Context: an optimization exercise on an open-source flow, tuned for small area, a short achievable clock period and few clock cycles. The choices shown serve that exercise and are no tape-out recipe.
RTL that was checked went through simulation tests only; none was proved equivalent to the original.
The flow treats the clock pin as an ideal source, which a real chip does not have.
Power and IR drop assume default switching activity.

==> run a: inputs <==
## fixed_arith_top
module fixed_arith_top
#(
  parameter int ADDR_W = 5
)
(
  input  logic              clk,
  input  logic              rst_n,
  input  logic [ADDR_W-1:0] awaddr,
  input  logic              awvalid,
  output logic              awready,
  input  logic [31:0]       wdata,
  input  logic [3:0]        wstrb,
  input  logic              wvalid,
  output logic              wready,
  output logic [1:0]        bresp,
  output logic              bvalid,
  input  logic              bready,
  input  logic [ADDR_W-1:0] araddr,
  input  logic              arvalid,
  output logic              arready,
  output logic [31:0]       rdata,
  output logic [1:0]        rresp,
  output logic              rvalid,
  input  logic              rready
);
==> module axil_fixed_regs, before the edit <==
module axil_fixed_regs
#(
  parameter int ADDR_W = 5
)
(
  input  logic              clk,
  input  logic              rst_n,
  input  logic [ADDR_W-1:0] awaddr,
  input  logic              awvalid,
  output logic              awready,
  input  logic [31:0]       wdata,
  input  logic [3:0]        wstrb,
  input  logic              wvalid,
  output logic              wready,
  output logic [1:0]        bresp,
  output logic              bvalid,
  input  logic              bready,
  input  logic [ADDR_W-1:0] araddr,
  input  logic              arvalid,
  output logic              arready,
  output logic [31:0]       rdata,
  output logic [1:0]        rresp,
  output logic              rvalid,
  input  logic              rready,
  output fixed_arith_pkg::fix_operands_t operands,
  output logic [7:0]        b_one,      
  output logic [7:0]        b_two,      
  input  fixed_arith_pkg::add_result_t   add_res,
  input  logic [fixed_arith_pkg::PROD_W-1:0] prod,
  input  logic              prod_ovf,   
  input  logic              prod_prec   
);
  logic        wr_fire;
  logic        wr_op_a;
  logic        wr_op_b;
  logic        wr_op_q;
  logic        wr_b_lo;
  logic        wr_b_hi;
  logic [15:0] b_next;
  logic [16:0] bw;        
  logic [16:0] bn;        
  logic [7:0]  one_w;
  logic [7:0]  two_w;
  logic        one_n4;
  logic        two_n4;
  logic        rd_fire;
  logic [31:0] rd_map;
  assign awready = ~bvalid;
  assign wready  = ~bvalid;
  assign wr_fire = awvalid & wvalid & ~bvalid;
  assign wr_op_a = wr_fire & (awaddr[ADDR_W-1:2] == fixed_arith_pkg::REG_OP_A[ADDR_W-1:2]);
  assign wr_op_b = wr_fire & (awaddr[ADDR_W-1:2] == fixed_arith_pkg::REG_OP_B[ADDR_W-1:2]);
  assign bresp   = fixed_arith_pkg::RESP_OKAY;
  assign wr_b_lo = wr_op_b & wstrb[0];
  assign wr_b_hi = wr_op_b & wstrb[1];
  assign b_next  = {wr_b_hi ? wdata[15:8] : operands.b[15:8], wr_b_lo ? wdata[7:0] : operands.b[7:0]};
  assign bw      = {wdata[15:0], 1'b0};
  assign bn      = {b_next, 1'b0};
  always_comb
  begin
    for (int k = 0; k < 8; k++)
    begin
      one_w[k] = bw[2*k+1] ^ bw[2*k];
      two_w[k] = bw[2*k+2] ? ~(bw[2*k+1] | bw[2*k]) : (bw[2*k+1] & bw[2*k]);
    end
  end
  assign one_n4 = bn[9] ^ bn[8];
  assign two_n4 = bn[10] ? ~(bn[9] | bn[8]) : (bn[9] & bn[8]);
  always_ff @(posedge clk or negedge rst_n)
  begin
    if (!rst_n)
    begin
      bvalid   <= 1'b0;
      wr_op_q  <= 1'b0;
      operands <= '0;
      b_one    <= '0;
      b_two    <= '0;
    end
    else
    begin
      if (wr_fire)
        bvalid <= 1'b1;
      else if (bready)
        bvalid <= 1'b0;
      wr_op_q <= wr_op_a | wr_op_b;
      if (wr_op_a & wstrb[0]) operands.a[7:0]  <= wdata[7:0];
      if (wr_op_a & wstrb[1]) operands.a[15:8] <= wdata[15:8];
      if (wr_op_b & wstrb[0]) operands.b[7:0]  <= wdata[7:0];
      if (wr_op_b & wstrb[1]) operands.b[15:8] <= wdata[15:8];
      if (wr_b_lo)
      begin
        b_one[3:0] <= one_w[3:0];
        b_two[3:0] <= two_w[3:0];
      end
      if (wr_b_hi)
      begin
        b_one[7:5] <= one_w[7:5];
        b_two[7:5] <= two_w[7:5];
      end
      if (wr_b_lo | wr_b_hi)
      begin
        b_one[4] <= one_n4;
        b_two[4] <= two_n4;
      end
    end
  end
  assign arready = ~rvalid & ~wr_op_q;
  assign rd_fire = arvalid & arready;
  assign rresp   = fixed_arith_pkg::RESP_OKAY;
  always_comb
  begin
    case (araddr[ADDR_W-1:2])
      3'd2:    rd_map = {15'd0, add_res.overflow, add_res.sum};
      3'd3:    rd_map = {14'd0, prod_prec, prod_ovf, prod[23:8]};
      3'd4:    rd_map = prod;
      default: rd_map = 32'd0;  
    endcase
  end
  always_ff @(posedge clk or negedge rst_n)
  begin
    if (!rst_n)
      rvalid <= 1'b0;
    else if (rd_fire)
      rvalid <= 1'b1;
    else if (rready)
      rvalid <= 1'b0;
  end
  always_ff @(posedge clk)
  begin
    if (!rvalid)
      rdata <= rd_map;
  end
endmodule
==> flow/config.mk <==
export PLATFORM = sky130hd
export DESIGN_NAME = fixed_arith_top
export DESIGN_NICKNAME = fixed_arith_top
export VERILOG_FILES = /design/flow/design.v
export SDC_FILE = /design/flow/constraint.sdc
export NUM_CORES = 4
export LEC_CHECK = 0
export CAP_MARGIN = 20
export CORE_MARGIN = 2
export CORE_UTILIZATION = 65
export CTS_BUF_LIST = sky130_fd_sc_hd__clkbuf_8
export SETUP_SLACK_MARGIN = 2.5
export SLEW_MARGIN = 20
export SYNTH_HIERARCHICAL = 1
export SYNTH_MINIMUM_KEEP_SIZE = 0
==> flow/constraint.sdc <==
create_clock -name core_clock -period 5.5 [get_ports {clk}]
set_input_delay 1.1000 -clock core_clock [delete_from_list [all_inputs] [get_ports {clk}]]
set_output_delay 1.1000 -clock core_clock [all_outputs]
set_load 0.01 [all_outputs]
standard.sh (not shown) runs the stock make flow with config.mk's settings and CLKGATE_MAP_FILE= SYNTH_SCRIPT=/design/flow/synth_recipe.tcl, a recipe that flattens the netlist after the stock synthesis.
==> flow/flow/run.sh <==
#!/bin/bash
# The standard layout with two changes:
#  - the smallest plain buffer on each port, in place of the delay buffer
#    ORFS's buffer_ports picks by default;
#  - after CTS, useful clock skew between the multiplier's pipeline stages
#    (flow/skew.tcl): the operand and control registers get their clock early,
#    the rest (carry-save and rdata registers) late. Then the standard flow goes on from global routing.
set -euo pipefail
here=$(pwd)
res=$here/orfs/results/sky130hd/fixed_arith_top/base
bufs="BUFFER_PORTS_ARGS=-buffer_cell sky130_fd_sc_hd__buf_1"
source flow/skew.env
bash standard.sh "$bufs" SETUP_SLACK_MARGIN=$MARGIN_CTS cts > standard_cts.log 2>&1
cp $res/4_cts.odb $here/4_cts_noskew.odb
ODB_IN=$here/4_cts_noskew.odb SDC_IN=$res/4_cts.sdc ODB_OUT=$res/4_cts.odb \
  openroad -no_init -exit flow/skew.tcl > skew.log 2>&1
rm -f $here/4_cts_noskew.odb
bash standard.sh "$bufs" SETUP_SLACK_MARGIN=$MARGIN_ROUTE finish > standard_finish.log 2>&1
==> flow/flow/skew.env <==
# settings of flow/run.sh and flow/skew.tcl
export MARGIN_CTS=2.2
export MARGIN_ROUTE=3.0
export CLK_NET=clk
export GROUP_SPECS='{early {u_regs.operands* u_regs.b_one* u_regs.b_two*} sky130_fd_sc_hd__clkbuf_16 2} {ctrl {u_regs.rvalid* u_regs.bvalid* u_regs.wr_op_q*} sky130_fd_sc_hd__clkbuf_2 1}'
export ROOT_CHAIN=3
export ROOT_BUF=sky130_fd_sc_hd__clkbuf_4
==> flow/flow/skew.tcl <==
# Useful skew for the multiplier's two pipeline stages, added to the clock
# tree that CTS built (4_cts.odb), before global routing:
#   - the operand registers (A, B and B's Booth digits), which launch stage
#     one, and the control registers take their clock from buffers of their
#     own on the clock port's net, ahead of the CTS tree;
set plat $::env(FLOW_HOME)/platforms/sky130hd
read_lef $plat/lef/sky130_fd_sc_hd.tlef
read_lef $plat/lef/sky130_fd_sc_hd_merged.lef
read_liberty $plat/lib/sky130_fd_sc_hd__tt_025C_1v80.lib
read_db $::env(ODB_IN)
read_sdc $::env(SDC_IN)
source $plat/setRC.tcl
set_propagated_clock [all_clocks]
estimate_parasitics -placement
puts "=== before"
report_worst_slack -max
report_worst_slack -min
report_checks -path_delay max -format end -group_path_count 6

set db [ord::get_db]
set block [ord::get_db_block]

proc by_x {a b} { expr {[lindex [$a getLocation] 0] - [lindex [$b getLocation] 0]} }

proc centroid {insts} {
  set sx 0; set sy 0
  foreach i $insts { set loc [$i getLocation]; set sx [expr {$sx + [lindex $loc 0]}]; set sy [expr {$sy + [lindex $loc 1]}] }
  return [list [expr {$sx / [llength $insts]}] [expr {$sy / [llength $insts]}]]
}

proc matches {name pats} {
  foreach p $pats { if {[string match $p $name]} { return 1 } }
  return 0
}

proc regs_matching {block pats} {
  set out {}
  foreach inst [$block getInsts] {
    if {![matches [$inst getName] $pats]} { continue }
    set it [$inst findITerm CLK]
    if {$it == "NULL" || $it == ""} { continue }
    lappend out $inst
  }
  return $out
}

proc add_buf {block master name drvnet x y} {
  set buf [odb::dbInst_create $block $master $name]
  $buf setLocation $x $y
  $buf setPlacementStatus PLACED
  set net [odb::dbNet_create $block "${name}_clk"]
  $net setSigType CLOCK
  [$buf findITerm A] connect $drvnet
  [$buf findITerm X] connect $net
  return $net
}

proc move_clk {insts net} {
  foreach i $insts {
    set it [$i findITerm CLK]
    $it disconnect
    $it connect $net
  }
}

set clknet [$block findNet $::env(CLK_NET)]

# registers moved off the CTS tree onto buffers of their own on the port's net.
# GROUP_SPECS is a list of {name patterns buffer count}.
foreach spec $::env(GROUP_SPECS) {
  lassign $spec gname pats bufname n
  set regs [lsort -command by_x [regs_matching $block $pats]]
  set per [expr {int(ceil(double([llength $regs]) / $n))}]
  for {set g 0} {$g < $n} {incr g} {
    set grp [lrange $regs [expr {$g * $per}] [expr {($g + 1) * $per - 1}]]
    if {[llength $grp] == 0} { continue }
    lassign [centroid $grp] x y
    set net [add_buf $block [$db findMaster $bufname] "skew_${gname}_$g" $clknet $x $y]
    move_clk $grp $net
    puts "$gname group $g: [llength $grp] registers"
  }
}

# CTS buffers left without loads are removed, repeatedly up the tree
set removed 1
while {$removed} {
  set removed 0
  foreach inst [$block getInsts] {
    if {![string match "clkbuf_*" [$inst getName]] && ![string match "clkload*" [$inst getName]]} { continue }
    set x [$inst findITerm X]
    if {$x == "NULL" || $x == ""} { continue }
    set net [$x getNet]
    if {$net == "NULL" || $net == ""} { continue }
    if {[llength [$net getITerms]] <= 1 && [llength [$net getBTerms]] == 0} {
      puts "removing [$inst getName], which drives nothing"
      [$inst findITerm A] disconnect
      $x disconnect
      odb::dbNet_destroy $net
      odb::dbInst_destroy $inst
      set removed 1
    }
  }
}

# chain of buffers in front of the CTS root
set roots {}
foreach it [$clknet getITerms] {
  set inst [$it getInst]
  if {[string match "skew_*" [$inst getName]]} { continue }
  lappend roots $inst
}
puts "CTS roots on [$clknet getName]: [lmap r $roots {$r getName}]"
if {$::env(ROOT_CHAIN) > 0} {
  set r [lindex $roots 0]
  lassign [$r getLocation] x y
  set drv $clknet
  for {set c 0} {$c < $::env(ROOT_CHAIN)} {incr c} {
    set drv [add_buf $block [$db findMaster $::env(ROOT_BUF)] "skew_root_$c" $drv $x $y]
  }
  foreach r $roots {
    set it [$r findITerm A]
    $it disconnect
    $it connect $drv
  }
}

global_connect
detailed_placement
check_placement
estimate_parasitics -placement
puts "=== after"
report_worst_slack -max
report_worst_slack -min
report_checks -path_delay max -format end -group_path_count 6
report_clock_skew
set worst 0
foreach pin [get_pins -hier */CLK] {
  set s [get_property $pin slew_max]
  if {$s > $worst} { set worst $s; set wp [get_full_name $pin] }
}
puts "worst clk pin slew $worst at $wp"
write_db $::env(ODB_OUT)
==> run b: changes against run a <==
--- a/flow/design.v
+++ b/flow/design.v
@@ -719,4 +719,4 @@
   begin
-    if (!rvalid)
-      rdata <= rd_map;
+    if (rd_fire)
+      rdata <= rd_map;  
   end
==> flow/run.sh (new file) <==
#!/bin/bash
# synth_recipe.tcl (not shown) runs the flow's synth.tcl, then flattens the netlist and writes it again
# the make line also repeats each setting of config.mk as NAME=value (left out here)
make -C /OpenROAD-flow-scripts/flow DESIGN_CONFIG=/design/flow/config.mk WORK_HOME=/design/flow/orfs CLKGATE_MAP_FILE= SYNTH_SCRIPT=/design/flow/synth_recipe.tcl finish
--- a/flow/config.mk
+++ b/flow/config.mk
@@ -7,7 +7,7 @@
 export LEC_CHECK = 0
+export ABC_CLOCK_PERIOD_IN_PS = 2800
 export CAP_MARGIN = 20
 export CORE_MARGIN = 2
-export CORE_UTILIZATION = 65
-export CTS_BUF_LIST = sky130_fd_sc_hd__clkbuf_8
-export SETUP_SLACK_MARGIN = 2.5
+export CORE_UTILIZATION = 40
+export SETUP_SLACK_MARGIN = 2.7
 export SLEW_MARGIN = 20
removed: flow/flow/run.sh
removed: flow/flow/skew.env
removed: flow/flow/skew.tcl
removed: flow/standard.sh
==> summary of the runs <==
Run b completed with no timing, DRC or antenna violations. Run a ran to the end with no violations.
Of run b and run a, run a has the higher sequential power (gap about 9%, measured against run a).
Of run a and run b, run a has the higher critical path depth (gap 3).
Against run b, the die area of run a is lower by about 38%.
In run b the hold slack is better than in run a, by 0.32 ns.
Of run a and run b, run b has the higher wire length (gap 7.8%, measured against run b).
No run of this note included a check of the RTL's function; only the layout flow was run.

---

==> harbor: inputs <==
Another version of the RTL of fixed_arith_top (not shown whole).
==> module axil_fixed_regs, before the edit <==
module axil_fixed_regs
#(
  parameter int ADDR_W = 5
)
(
  input  logic              clk,
  input  logic              rst_n,
  input  logic [ADDR_W-1:0] awaddr,
  input  logic              awvalid,
  output logic              awready,
  input  logic [31:0]       wdata,
  input  logic [3:0]        wstrb,
  input  logic              wvalid,
  output logic              wready,
  output logic [1:0]        bresp,
  output logic              bvalid,
  input  logic              bready,
  input  logic [ADDR_W-1:0] araddr,
  input  logic              arvalid,
  output logic              arready,
  output logic [31:0]       rdata,
  output logic [1:0]        rresp,
  output logic              rvalid,
  input  logic              rready,
  output fixed_arith_pkg::fix_operands_t operands,
  output logic [7:0]        b_one,      
  output logic [7:0]        b_two,      
  input  fixed_arith_pkg::add_result_t   add_res,
  input  logic [fixed_arith_pkg::PROD_W-1:0] prod,
  input  logic              prod_ovf,   
  input  logic              prod_prec   
);
  logic        wr_fire;
  logic        wr_op_a;
  logic        wr_op_b;
  logic        wr_op_q;
  logic        wr_b_lo;
  logic        wr_b_hi;
  logic [15:0] b_next;
  logic [16:0] bw;        
  logic [16:0] bn;        
  logic [7:0]  one_w;
  logic [7:0]  two_w;
  logic        one_n4;
  logic        two_n4;
  logic        rd_fire;
  logic [31:0] rd_map;
  assign awready = ~bvalid;
  assign wready  = ~bvalid;
  assign wr_fire = awvalid & wvalid & ~bvalid;
  assign wr_op_a = wr_fire & (awaddr[ADDR_W-1:2] == fixed_arith_pkg::REG_OP_A[ADDR_W-1:2]);
  assign wr_op_b = wr_fire & (awaddr[ADDR_W-1:2] == fixed_arith_pkg::REG_OP_B[ADDR_W-1:2]);
  assign bresp   = fixed_arith_pkg::RESP_OKAY;
  assign wr_b_lo = wr_op_b & wstrb[0];
  assign wr_b_hi = wr_op_b & wstrb[1];
  assign b_next  = {wr_b_hi ? wdata[15:8] : operands.b[15:8], wr_b_lo ? wdata[7:0] : operands.b[7:0]};
  assign bw      = {wdata[15:0], 1'b0};
  assign bn      = {b_next, 1'b0};
  always_comb
  begin
    for (int k = 0; k < 8; k++)
    begin
      one_w[k] = bw[2*k+1] ^ bw[2*k];
      two_w[k] = bw[2*k+2] ? ~(bw[2*k+1] | bw[2*k]) : (bw[2*k+1] & bw[2*k]);
    end
  end
  assign one_n4 = bn[9] ^ bn[8];
  assign two_n4 = bn[10] ? ~(bn[9] | bn[8]) : (bn[9] & bn[8]);
  always_ff @(posedge clk or negedge rst_n)
  begin
    if (!rst_n)
    begin
      bvalid   <= 1'b0;
      wr_op_q  <= 1'b0;
      operands <= '0;
      b_one    <= '0;
      b_two    <= '0;
    end
    else
    begin
      if (wr_fire)
        bvalid <= 1'b1;
      else if (bready)
        bvalid <= 1'b0;
      wr_op_q <= wr_op_a | wr_op_b;
      if (wr_op_a & wstrb[0]) operands.a[7:0]  <= wdata[7:0];
      if (wr_op_a & wstrb[1]) operands.a[15:8] <= wdata[15:8];
      if (wr_op_b & wstrb[0]) operands.b[7:0]  <= wdata[7:0];
      if (wr_op_b & wstrb[1]) operands.b[15:8] <= wdata[15:8];
      if (wr_b_lo)
      begin
        b_one[3:0] <= one_w[3:0];
        b_two[3:0] <= two_w[3:0];
      end
      if (wr_b_hi)
      begin
        b_one[7:5] <= one_w[7:5];
        b_two[7:5] <= two_w[7:5];
      end
      if (wr_b_lo | wr_b_hi)
      begin
        b_one[4] <= one_n4;
        b_two[4] <= two_n4;
      end
    end
  end
  assign arready = ~rvalid & ~wr_op_q;
  assign rd_fire = arvalid & arready;
  assign rresp   = fixed_arith_pkg::RESP_OKAY;
  always_comb
  begin
    case (araddr[ADDR_W-1:2])
      3'd2:    rd_map = {15'd0, add_res.overflow, add_res.sum};
      3'd3:    rd_map = {14'd0, prod_prec, prod_ovf, prod[23:8]};
      3'd4:    rd_map = prod;
      default: rd_map = 32'd0;  
    endcase
  end
  always_ff @(posedge clk or negedge rst_n)
  begin
    if (!rst_n)
      rvalid <= 1'b0;
    else if (rd_fire)
      rvalid <= 1'b1;
    else if (rready)
      rvalid <= 1'b0;
  end
  always_ff @(posedge clk)
  begin
    if (rd_fire)
      rdata <= rd_map;  
  end
endmodule
==> flow/config.mk <==
export PLATFORM = sky130hd
export DESIGN_NAME = fixed_arith_top
export DESIGN_NICKNAME = fixed_arith_top
export VERILOG_FILES = /design/flow/design.v
export SDC_FILE = /design/flow/constraint.sdc
export NUM_CORES = 4
export LEC_CHECK = 0
export ABC_CLOCK_PERIOD_IN_PS = 2900
export CAP_MARGIN = 20
export CORE_MARGIN = 2
export CORE_UTILIZATION = 40
export SETUP_SLACK_MARGIN = 2.5
export SLEW_MARGIN = 20
export SYNTH_HIERARCHICAL = 1
export SYNTH_MINIMUM_KEEP_SIZE = 0
==> flow/constraint.sdc <==
create_clock -name core_clock -period 5.5 [get_ports {clk}]
set_input_delay 1.1000 -clock core_clock [delete_from_list [all_inputs] [get_ports {clk}]]
set_output_delay 1.1000 -clock core_clock [all_outputs]
set_load 0.01 [all_outputs]
run.sh (not shown) runs the stock make flow with config.mk's settings and CLKGATE_MAP_FILE= SYNTH_SCRIPT=/design/flow/synth_recipe.tcl, a recipe that flattens the netlist after the stock synthesis.
Stock flow here: none of the scripts above is used.
==> inputs of indigo, as changes to harbor <==
--- a/flow/design.v
+++ b/flow/design.v
@@ -40,16 +40,14 @@
 `default_nettype none
 `timescale 1ns/10ps
 module fixed_mul_unit
 (
   input  logic        clk,
   input  logic [15:0] a,
   input  logic [15:0] b,
-  input  logic [7:0]  bone,   
-  input  logic [7:0]  btwo,   
   output logic [31:0] p,
   output logic        ovf,   
   output logic        prec   
 );
   logic bo0, bt0, bn0, bp0_0, bp0_1, bp0_2, bp0_3, bp0_4, bp0_5, bp0_6;
   logic bp0_7, bp0_8, bp0_9, bp0_10, bp0_11, bp0_12, bp0_13, bp0_14, bp0_15, bp0_16;
   logic bs0, bo1, bt1, bn1, bp1_0, bp1_1, bp1_2, bp1_3, bp1_4, bp1_5;
@@ -95,16 +93,16 @@
   logic hs18, hc18, hs19, hc19, fs84, fc84, fs85, fc85, fs86, fc86;
   logic fs87, fc87, fs88, fc88, fs89, fc89, fs90, fc90, fs91, fc91;
   logic fs92, fc92, fs93, fc93, fs94, fc94, fs95, fc95, fs96, fc96;
   logic fs97, fc97, fs98, fc98, fs99, fc99, fs100, fc100, fs101, fc101;
   logic fs102, fc102, fs103, fc103, fs104, fc104, fs105, fc105, fs106, fc106;
   logic fs107, fc107, fs108, fc108, fs109, fc109, fs110, fc110, fs111, fc111;
   logic [31:0] x, y;
-  assign bo0 = bone[0];
-  assign bt0 = btwo[0];
+  assign bo0 = b[0] ^ 1'b0;
+  assign bt0 = b[1] ? ~(b[0] | 1'b0) : (b[0] & 1'b0);
   assign bn0 = b[1];
   assign bp0_0 = ((bo0 & a[0])) ^ bn0;
   assign bp0_1 = ((bo0 & a[1]) | (bt0 & a[0])) ^ bn0;
   assign bp0_2 = ((bo0 & a[2]) | (bt0 & a[1])) ^ bn0;
   assign bp0_3 = ((bo0 & a[3]) | (bt0 & a[2])) ^ bn0;
   assign bp0_4 = ((bo0 & a[4]) | (bt0 & a[3])) ^ bn0;
   assign bp0_5 = ((bo0 & a[5]) | (bt0 & a[4])) ^ bn0;
@@ -116,16 +114,16 @@
   assign bp0_11 = ((bo0 & a[11]) | (bt0 & a[10])) ^ bn0;
   assign bp0_12 = ((bo0 & a[12]) | (bt0 & a[11])) ^ bn0;
   assign bp0_13 = ((bo0 & a[13]) | (bt0 & a[12])) ^ bn0;
   assign bp0_14 = ((bo0 & a[14]) | (bt0 & a[13])) ^ bn0;
   assign bp0_15 = ((bo0 & a[15]) | (bt0 & a[14])) ^ bn0;
   assign bp0_16 = ((bt0 & a[15])) ^ bn0;
   assign bs0 = ~bn0;
-  assign bo1 = bone[1];
-  assign bt1 = btwo[1];
+  assign bo1 = b[2] ^ b[1];
+  assign bt1 = b[3] ? ~(b[2] | b[1]) : (b[2] & b[1]);
   assign bn1 = b[3];
   assign bp1_0 = ((bo1 & a[0])) ^ bn1;
   assign bp1_1 = ((bo1 & a[1]) | (bt1 & a[0])) ^ bn1;
   assign bp1_2 = ((bo1 & a[2]) | (bt1 & a[1])) ^ bn1;
   assign bp1_3 = ((bo1 & a[3]) | (bt1 & a[2])) ^ bn1;
   assign bp1_4 = ((bo1 & a[4]) | (bt1 & a[3])) ^ bn1;
   assign bp1_5 = ((bo1 & a[5]) | (bt1 & a[4])) ^ bn1;
@@ -137,16 +135,16 @@
   assign bp1_11 = ((bo1 & a[11]) | (bt1 & a[10])) ^ bn1;
   assign bp1_12 = ((bo1 & a[12]) | (bt1 & a[11])) ^ bn1;
   assign bp1_13 = ((bo1 & a[13]) | (bt1 & a[12])) ^ bn1;
   assign bp1_14 = ((bo1 & a[14]) | (bt1 & a[13])) ^ bn1;
   assign bp1_15 = ((bo1 & a[15]) | (bt1 & a[14])) ^ bn1;
   assign bp1_16 = ((bt1 & a[15])) ^ bn1;
   assign bs1 = ~bn1;
-  assign bo2 = bone[2];
-  assign bt2 = btwo[2];
+  assign bo2 = b[4] ^ b[3];
+  assign bt2 = b[5] ? ~(b[4] | b[3]) : (b[4] & b[3]);
   assign bn2 = b[5];
   assign bp2_0 = ((bo2 & a[0])) ^ bn2;
   assign bp2_1 = ((bo2 & a[1]) | (bt2 & a[0])) ^ bn2;
   assign bp2_2 = ((bo2 & a[2]) | (bt2 & a[1])) ^ bn2;
   assign bp2_3 = ((bo2 & a[3]) | (bt2 & a[2])) ^ bn2;
   assign bp2_4 = ((bo2 & a[4]) | (bt2 & a[3])) ^ bn2;
   assign bp2_5 = ((bo2 & a[5]) | (bt2 & a[4])) ^ bn2;
@@ -158,16 +156,16 @@
   assign bp2_11 = ((bo2 & a[11]) | (bt2 & a[10])) ^ bn2;
   assign bp2_12 = ((bo2 & a[12]) | (bt2 & a[11])) ^ bn2;
   assign bp2_13 = ((bo2 & a[13]) | (bt2 & a[12])) ^ bn2;
   assign bp2_14 = ((bo2 & a[14]) | (bt2 & a[13])) ^ bn2;
   assign bp2_15 = ((bo2 & a[15]) | (bt2 & a[14])) ^ bn2;
   assign bp2_16 = ((bt2 & a[15])) ^ bn2;
   assign bs2 = ~bn2;
-  assign bo3 = bone[3];
-  assign bt3 = btwo[3];
+  assign bo3 = b[6] ^ b[5];
+  assign bt3 = b[7] ? ~(b[6] | b[5]) : (b[6] & b[5]);
   assign bn3 = b[7];
   assign bp3_0 = ((bo3 & a[0])) ^ bn3;
   assign bp3_1 = ((bo3 & a[1]) | (bt3 & a[0])) ^ bn3;
   assign bp3_2 = ((bo3 & a[2]) | (bt3 & a[1])) ^ bn3;
   assign bp3_3 = ((bo3 & a[3]) | (bt3 & a[2])) ^ bn3;
   assign bp3_4 = ((bo3 & a[4]) | (bt3 & a[3])) ^ bn3;
   assign bp3_5 = ((bo3 & a[5]) | (bt3 & a[4])) ^ bn3;
@@ -179,16 +177,16 @@
   assign bp3_11 = ((bo3 & a[11]) | (bt3 & a[10])) ^ bn3;
   assign bp3_12 = ((bo3 & a[12]) | (bt3 & a[11])) ^ bn3;
   assign bp3_13 = ((bo3 & a[13]) | (bt3 & a[12])) ^ bn3;
   assign bp3_14 = ((bo3 & a[14]) | (bt3 & a[13])) ^ bn3;
   assign bp3_15 = ((bo3 & a[15]) | (bt3 & a[14])) ^ bn3;
   assign bp3_16 = ((bt3 & a[15])) ^ bn3;
   assign bs3 = ~bn3;
-  assign bo4 = bone[4];
-  assign bt4 = btwo[4];
+  assign bo4 = b[8] ^ b[7];
+  assign bt4 = b[9] ? ~(b[8] | b[7]) : (b[8] & b[7]);
   assign bn4 = b[9];
   assign bp4_0 = ((bo4 & a[0])) ^ bn4;
   assign bp4_1 = ((bo4 & a[1]) | (bt4 & a[0])) ^ bn4;
   assign bp4_2 = ((bo4 & a[2]) | (bt4 & a[1])) ^ bn4;
   assign bp4_3 = ((bo4 & a[3]) | (bt4 & a[2])) ^ bn4;
   assign bp4_4 = ((bo4 & a[4]) | (bt4 & a[3])) ^ bn4;
   assign bp4_5 = ((bo4 & a[5]) | (bt4 & a[4])) ^ bn4;
@@ -200,16 +198,16 @@
   assign bp4_11 = ((bo4 & a[11]) | (bt4 & a[10])) ^ bn4;
   assign bp4_12 = ((bo4 & a[12]) | (bt4 & a[11])) ^ bn4;
   assign bp4_13 = ((bo4 & a[13]) | (bt4 & a[12])) ^ bn4;
   assign bp4_14 = ((bo4 & a[14]) | (bt4 & a[13])) ^ bn4;
   assign bp4_15 = ((bo4 & a[15]) | (bt4 & a[14])) ^ bn4;
   assign bp4_16 = ((bt4 & a[15])) ^ bn4;
   assign bs4 = ~bn4;
-  assign bo5 = bone[5];
-  assign bt5 = btwo[5];
+  assign bo5 = b[10] ^ b[9];
+  assign bt5 = b[11] ? ~(b[10] | b[9]) : (b[10] & b[9]);
   assign bn5 = b[11];
   assign bp5_0 = ((bo5 & a[0])) ^ bn5;
   assign bp5_1 = ((bo5 & a[1]) | (bt5 & a[0])) ^ bn5;
   assign bp5_2 = ((bo5 & a[2]) | (bt5 & a[1])) ^ bn5;
   assign bp5_3 = ((bo5 & a[3]) | (bt5 & a[2])) ^ bn5;
   assign bp5_4 = ((bo5 & a[4]) | (bt5 & a[3])) ^ bn5;
   assign bp5_5 = ((bo5 & a[5]) | (bt5 & a[4])) ^ bn5;
@@ -221,16 +219,16 @@
   assign bp5_11 = ((bo5 & a[11]) | (bt5 & a[10])) ^ bn5;
   assign bp5_12 = ((bo5 & a[12]) | (bt5 & a[11])) ^ bn5;
   assign bp5_13 = ((bo5 & a[13]) | (bt5 & a[12])) ^ bn5;
   assign bp5_14 = ((bo5 & a[14]) | (bt5 & a[13])) ^ bn5;
   assign bp5_15 = ((bo5 & a[15]) | (bt5 & a[14])) ^ bn5;
   assign bp5_16 = ((bt5 & a[15])) ^ bn5;
   assign bs5 = ~bn5;
-  assign bo6 = bone[6];
-  assign bt6 = btwo[6];
+  assign bo6 = b[12] ^ b[11];
+  assign bt6 = b[13] ? ~(b[12] | b[11]) : (b[12] & b[11]);
   assign bn6 = b[13];
   assign bp6_0 = ((bo6 & a[0])) ^ bn6;
   assign bp6_1 = ((bo6 & a[1]) | (bt6 & a[0])) ^ bn6;
   assign bp6_2 = ((bo6 & a[2]) | (bt6 & a[1])) ^ bn6;
   assign bp6_3 = ((bo6 & a[3]) | (bt6 & a[2])) ^ bn6;
   assign bp6_4 = ((bo6 & a[4]) | (bt6 & a[3])) ^ bn6;
   assign bp6_5 = ((bo6 & a[5]) | (bt6 & a[4])) ^ bn6;
@@ -242,16 +240,16 @@
   assign bp6_11 = ((bo6 & a[11]) | (bt6 & a[10])) ^ bn6;
   assign bp6_12 = ((bo6 & a[12]) | (bt6 & a[11])) ^ bn6;
   assign bp6_13 = ((bo6 & a[13]) | (bt6 & a[12])) ^ bn6;
   assign bp6_14 = ((bo6 & a[14]) | (bt6 & a[13])) ^ bn6;
   assign bp6_15 = ((bo6 & a[15]) | (bt6 & a[14])) ^ bn6;
   assign bp6_16 = ((bt6 & a[15])) ^ bn6;
   assign bs6 = ~bn6;
-  assign bo7 = bone[7];
-  assign bt7 = btwo[7];
+  assign bo7 = b[14] ^ b[13];
+  assign bt7 = b[15] ? ~(b[14] | b[13]) : (b[14] & b[13]);
   assign bn7 = b[15];
   assign bp7_0 = ((bo7 & a[0])) ^ bn7;
   assign bp7_1 = ((bo7 & a[1]) | (bt7 & a[0])) ^ bn7;
   assign bp7_2 = ((bo7 & a[2]) | (bt7 & a[1])) ^ bn7;
   assign bp7_3 = ((bo7 & a[3]) | (bt7 & a[2])) ^ bn7;
   assign bp7_4 = ((bo7 & a[4]) | (bt7 & a[3])) ^ bn7;
   assign bp7_5 = ((bo7 & a[5]) | (bt7 & a[4])) ^ bn7;
@@ -594,17 +592,19 @@
   assign y[28] = fs108;
   assign x[29] = fc108;
   assign y[29] = fs109;
   assign x[30] = fc109;
   assign y[30] = fs110;
   assign x[31] = fc110;
   assign y[31] = fs111;
-  logic [7:0]  z;
+  logic [24:0] lo;
   assign p = x + y;
-  assign z[0] = p[24];
+  logic [7:0]  z;
+  assign lo   = {1'b0, x[23:0]} + {1'b0, y[23:0]};
+  assign z[0] = (x[24] ^ y[24]) ^ lo[24];
   assign z[7:1] = (x[31:25] ^ y[31:25]) ^ (x[30:24] | y[30:24]);
   assign ovf  = |z;
   assign prec = |p[7:0];
 endmodule
 `default_nettype wire
 `default_nettype none
 module fixed_fa
@@ -642,93 +642,50 @@
   input  logic              arvalid,
   output logic              arready,
   output logic [31:0]       rdata,
   output logic [1:0]        rresp,
   output logic              rvalid,
   input  logic              rready,
   output fixed_arith_pkg::fix_operands_t operands,
-  output logic [7:0]        b_one,      
-  output logic [7:0]        b_two,      
   input  fixed_arith_pkg::add_result_t   add_res,
   input  logic [fixed_arith_pkg::PROD_W-1:0] prod,
   input  logic              prod_ovf,   
   input  logic              prod_prec   
 );
   logic        wr_fire;
   logic        wr_op_a;
   logic        wr_op_b;
   logic        wr_op_q;
-  logic        wr_b_lo;
-  logic        wr_b_hi;
-  logic [15:0] b_next;
-  logic [16:0] bw;        
-  logic [16:0] bn;        
-  logic [7:0]  one_w;
-  logic [7:0]  two_w;
-  logic        one_n4;
-  logic        two_n4;
   logic        rd_fire;
   logic [31:0] rd_map;
   assign awready = ~bvalid;
   assign wready  = ~bvalid;
   assign wr_fire = awvalid & wvalid & ~bvalid;
   assign wr_op_a = wr_fire & (awaddr[ADDR_W-1:2] == fixed_arith_pkg::REG_OP_A[ADDR_W-1:2]);
   assign wr_op_b = wr_fire & (awaddr[ADDR_W-1:2] == fixed_arith_pkg::REG_OP_B[ADDR_W-1:2]);
   assign bresp   = fixed_arith_pkg::RESP_OKAY;
-  assign wr_b_lo = wr_op_b & wstrb[0];
-  assign wr_b_hi = wr_op_b & wstrb[1];
-  assign b_next  = {wr_b_hi ? wdata[15:8] : operands.b[15:8], wr_b_lo ? wdata[7:0] : operands.b[7:0]};
-  assign bw      = {wdata[15:0], 1'b0};
-  assign bn      = {b_next, 1'b0};
-  always_comb
-  begin
-    for (int k = 0; k < 8; k++)
-    begin
-      one_w[k] = bw[2*k+1] ^ bw[2*k];
-      two_w[k] = bw[2*k+2] ? ~(bw[2*k+1] | bw[2*k]) : (bw[2*k+1] & bw[2*k]);
-    end
-  end
-  assign one_n4 = bn[9] ^ bn[8];
-  assign two_n4 = bn[10] ? ~(bn[9] | bn[8]) : (bn[9] & bn[8]);
   always_ff @(posedge clk or negedge rst_n)
   begin
     if (!rst_n)
     begin
       bvalid   <= 1'b0;
       wr_op_q  <= 1'b0;
       operands <= '0;
-      b_one    <= '0;
-      b_two    <= '0;
     end
     else
     begin
       if (wr_fire)
         bvalid <= 1'b1;
       else if (bready)
         bvalid <= 1'b0;
       wr_op_q <= wr_op_a | wr_op_b;
       if (wr_op_a & wstrb[0]) operands.a[7:0]  <= wdata[7:0];
       if (wr_op_a & wstrb[1]) operands.a[15:8] <= wdata[15:8];
       if (wr_op_b & wstrb[0]) operands.b[7:0]  <= wdata[7:0];
       if (wr_op_b & wstrb[1]) operands.b[15:8] <= wdata[15:8];
-      if (wr_b_lo)
-      begin
-        b_one[3:0] <= one_w[3:0];
-        b_two[3:0] <= two_w[3:0];
-      end
-      if (wr_b_hi)
-      begin
-        b_one[7:5] <= one_w[7:5];
-        b_two[7:5] <= two_w[7:5];
-      end
-      if (wr_b_lo | wr_b_hi)
-      begin
-        b_one[4] <= one_n4;
-        b_two[4] <= two_n4;
-      end
     end
   end
   assign arready = ~rvalid & ~wr_op_q;
   assign rd_fire = arvalid & arready;
   assign rresp   = fixed_arith_pkg::RESP_OKAY;
   always_comb
   begin
@@ -782,16 +739,14 @@
   output logic              rvalid,
   input  logic              rready
 );
   fixed_arith_pkg::fix_operands_t     operands;
   fixed_arith_pkg::add_result_t       add_res;
   logic [fixed_arith_pkg::PROD_W-1:0] prod;
   logic                               prod_ovf;
-  logic [7:0]                         b_one;
-  logic [7:0]                         b_two;
   logic                               prod_prec;
   axil_fixed_regs #(
     .ADDR_W (ADDR_W)
   ) u_regs (
     .clk       (clk),
     .rst_n     (rst_n),
     .awaddr    (awaddr),
@@ -808,31 +763,27 @@
     .arvalid   (arvalid),
     .arready   (arready),
     .rdata     (rdata),
     .rresp     (rresp),
     .rvalid    (rvalid),
     .rready    (rready),
     .operands  (operands),
-    .b_one     (b_one),
-    .b_two     (b_two),
     .add_res   (add_res),
     .prod      (prod),
     .prod_ovf  (prod_ovf),
     .prod_prec (prod_prec)
   );
   fixed_add_unit u_add (
     .a       (operands.a),
     .b       (operands.b),
     .add_res (add_res)
   );
   fixed_mul_unit u_mul (
     .clk (clk),
     .a   (operands.a),
-    .b    (operands.b),
-    .bone (b_one),
-    .btwo (b_two),
+    .b   (operands.b),
     .p    (prod),
     .ovf  (prod_ovf),
     .prec (prod_prec)
   );
 endmodule
 `default_nettype wire
==> flow/flow/run.sh (new file) <==
#!/bin/bash
# The standard layout, with the smallest plain buffer on each port in
# place of the delay buffer ORFS's buffer_ports picks by default.
set -o pipefail
bash standard.sh BUFFER_PORTS_ARGS="-buffer_cell sky130_fd_sc_hd__buf_1" finish > standard.log 2>&1
==> flow/standard.sh (new file) <==
#!/bin/bash
# synth_recipe.tcl (not shown) runs the flow's synth.tcl, then flattens the netlist and writes it again
# the make line also repeats each setting of config.mk as NAME=value (left out here)
make -C /OpenROAD-flow-scripts/flow DESIGN_CONFIG=/design/flow/config.mk WORK_HOME=/design/flow/orfs CLKGATE_MAP_FILE= SYNTH_SCRIPT=/design/flow/synth_recipe.tcl "${@:-finish}"
SETUP_SLACK_MARGIN = 2.3   (was 2.5)
removed: flow/run.sh
==> inputs of quartz, as changes to harbor <==
SETUP_SLACK_MARGIN = 2.2   (was 2.5)
==> inputs of tundra, as changes to harbor <==
--- a/flow/design.v
+++ b/flow/design.v
@@ -746,16 +746,16 @@
     else if (rd_fire)
       rvalid <= 1'b1;
     else if (rready)
       rvalid <= 1'b0;
   end
   always_ff @(posedge clk)
   begin
-    if (rd_fire)
-      rdata <= rd_map;  
+    if (!rvalid)
+      rdata <= rd_map;
   end
 endmodule
 `default_nettype wire
 `default_nettype none
 `timescale 1ns/10ps
 module fixed_arith_top
 #(
==> flow/flow/run.sh (new file) <==
#!/bin/bash
# The standard layout, with the smallest plain buffer on each port in
# place of the delay buffer ORFS's buffer_ports picks by default.
set -o pipefail
bash standard.sh BUFFER_PORTS_ARGS="-buffer_cell sky130_fd_sc_hd__buf_1" finish > standard.log 2>&1
==> flow/standard.sh (new file) <==
#!/bin/bash
# synth_recipe.tcl (not shown) runs the flow's synth.tcl, then flattens the netlist and writes it again
# the make line also repeats each setting of config.mk as NAME=value (left out here)
make -C /OpenROAD-flow-scripts/flow DESIGN_CONFIG=/design/flow/config.mk WORK_HOME=/design/flow/orfs CLKGATE_MAP_FILE= SYNTH_SCRIPT=/design/flow/synth_recipe.tcl "${@:-finish}"
ABC_CLOCK_PERIOD_IN_PS = default   (was 2900)
removed: flow/run.sh
==> metrics.cfg <==
[outcome]
status=complete, no violations

[pwr]
seq_power_share=0.203

[yosys]
yosys_register_bits=174

[critical_path]
critPathMaxFanout=3
cp.buffers_inverters=1

[final_layout]
register_area_mm2=0.00408

[place]
place_hpwl_um=24600

[routing]
wire_per_inst_um=20.1

[floorplanning]
coreArea_mm2=0.0334

The numbers above come from harbor.

==> metrics.cfg <==
[outcome]
status=complete, no violations

[yosys]
yosys_register_bits=174

[critical_path]
cp.buffers_inverters=0

[floorplanning]
coreArea_mm2=0.0335

[pwr]
seq_power_share=0.213

[routing]
wire_per_inst_um=20.0

The numbers above come from tundra.

==> metrics.cfg <==
[yosys]
yosys_register_bits=174

[routing]
wire_per_inst_um=20.0

[critical_path]
required_ps=5820

[cts]
clk_latency_ps=450

[floorplanning]
coreArea_mm2=0.0334

[outcome]
status=complete, no violations

[pwr]
seq_power_share=0.218

[grt]
grt_max_degree=51

[place]
place_hpwl_um=24600

[final_layout]
register_area_mm2=0.00406

The numbers above come from quartz.

==> metrics.cfg <==
[critical_path]
critPathMaxFanout=15
cp.buffers_inverters=1

[final_layout]
register_area_mm2=0.00370

[place]
place_hpwl_um=24300

[floorplanning]
coreArea_mm2=0.0314

[routing]
wire_per_inst_um=21.4

[pwr]
seq_power_share=0.196

[outcome]
status=complete, no violations

The numbers above come from indigo.

Testbench counts of indigo, summed over its fixed seeds: cycles 7,706.
For harbor, quartz and tundra, only the layout was checked, not whether the RTL still works.

## separate check: timing with driven ports
The results above use ideal ports. As a check the final layouts listed here were re-extracted and re-timed, cells and wires unchanged. Step 1 sets driving cells, clkbuf_16 on the clock port and buf_2 on the other inputs (assumed; they add their load-dependent delay and slew). Step 2, shift: input delay + t, output delay - t, t = (earliest + latest rising clock arrival at the registers) / 2. This alone moves slack from input paths to output paths. a / b / c = no drivers / after step 1 / after step 2; a / b = the first two.
run	shift t [ns]	setup slack, ns	worst setup path after step 2	latest minus earliest clock arrival (ns)
run a	0.537	2.847 / 2.847 / 2.724	input to register	0.720 / 0.721
run b	0.477	2.405 / 2.405 / 2.315	input to register	0.018 / 0.018
harbor	0.497	2.456 / 2.456 / 2.279	input to register	0.017 / 0.017
indigo	0.496	2.395 / 2.395 / 2.395	register to register	0.016 / 0.016
quartz	0.498	2.349 / 2.349 / 2.152	input to register	0.015 / 0.015
tundra	0.482	2.519 / 2.519 / 2.519	register to register	0.017 / 0.017
In run a the clock reaches the registers at very different times; t lies between them, and the last value is a rough guide only. The setup slack of quartz, which loses most, moves by 0.000 ns with the drivers and by -0.197 ns with both steps.
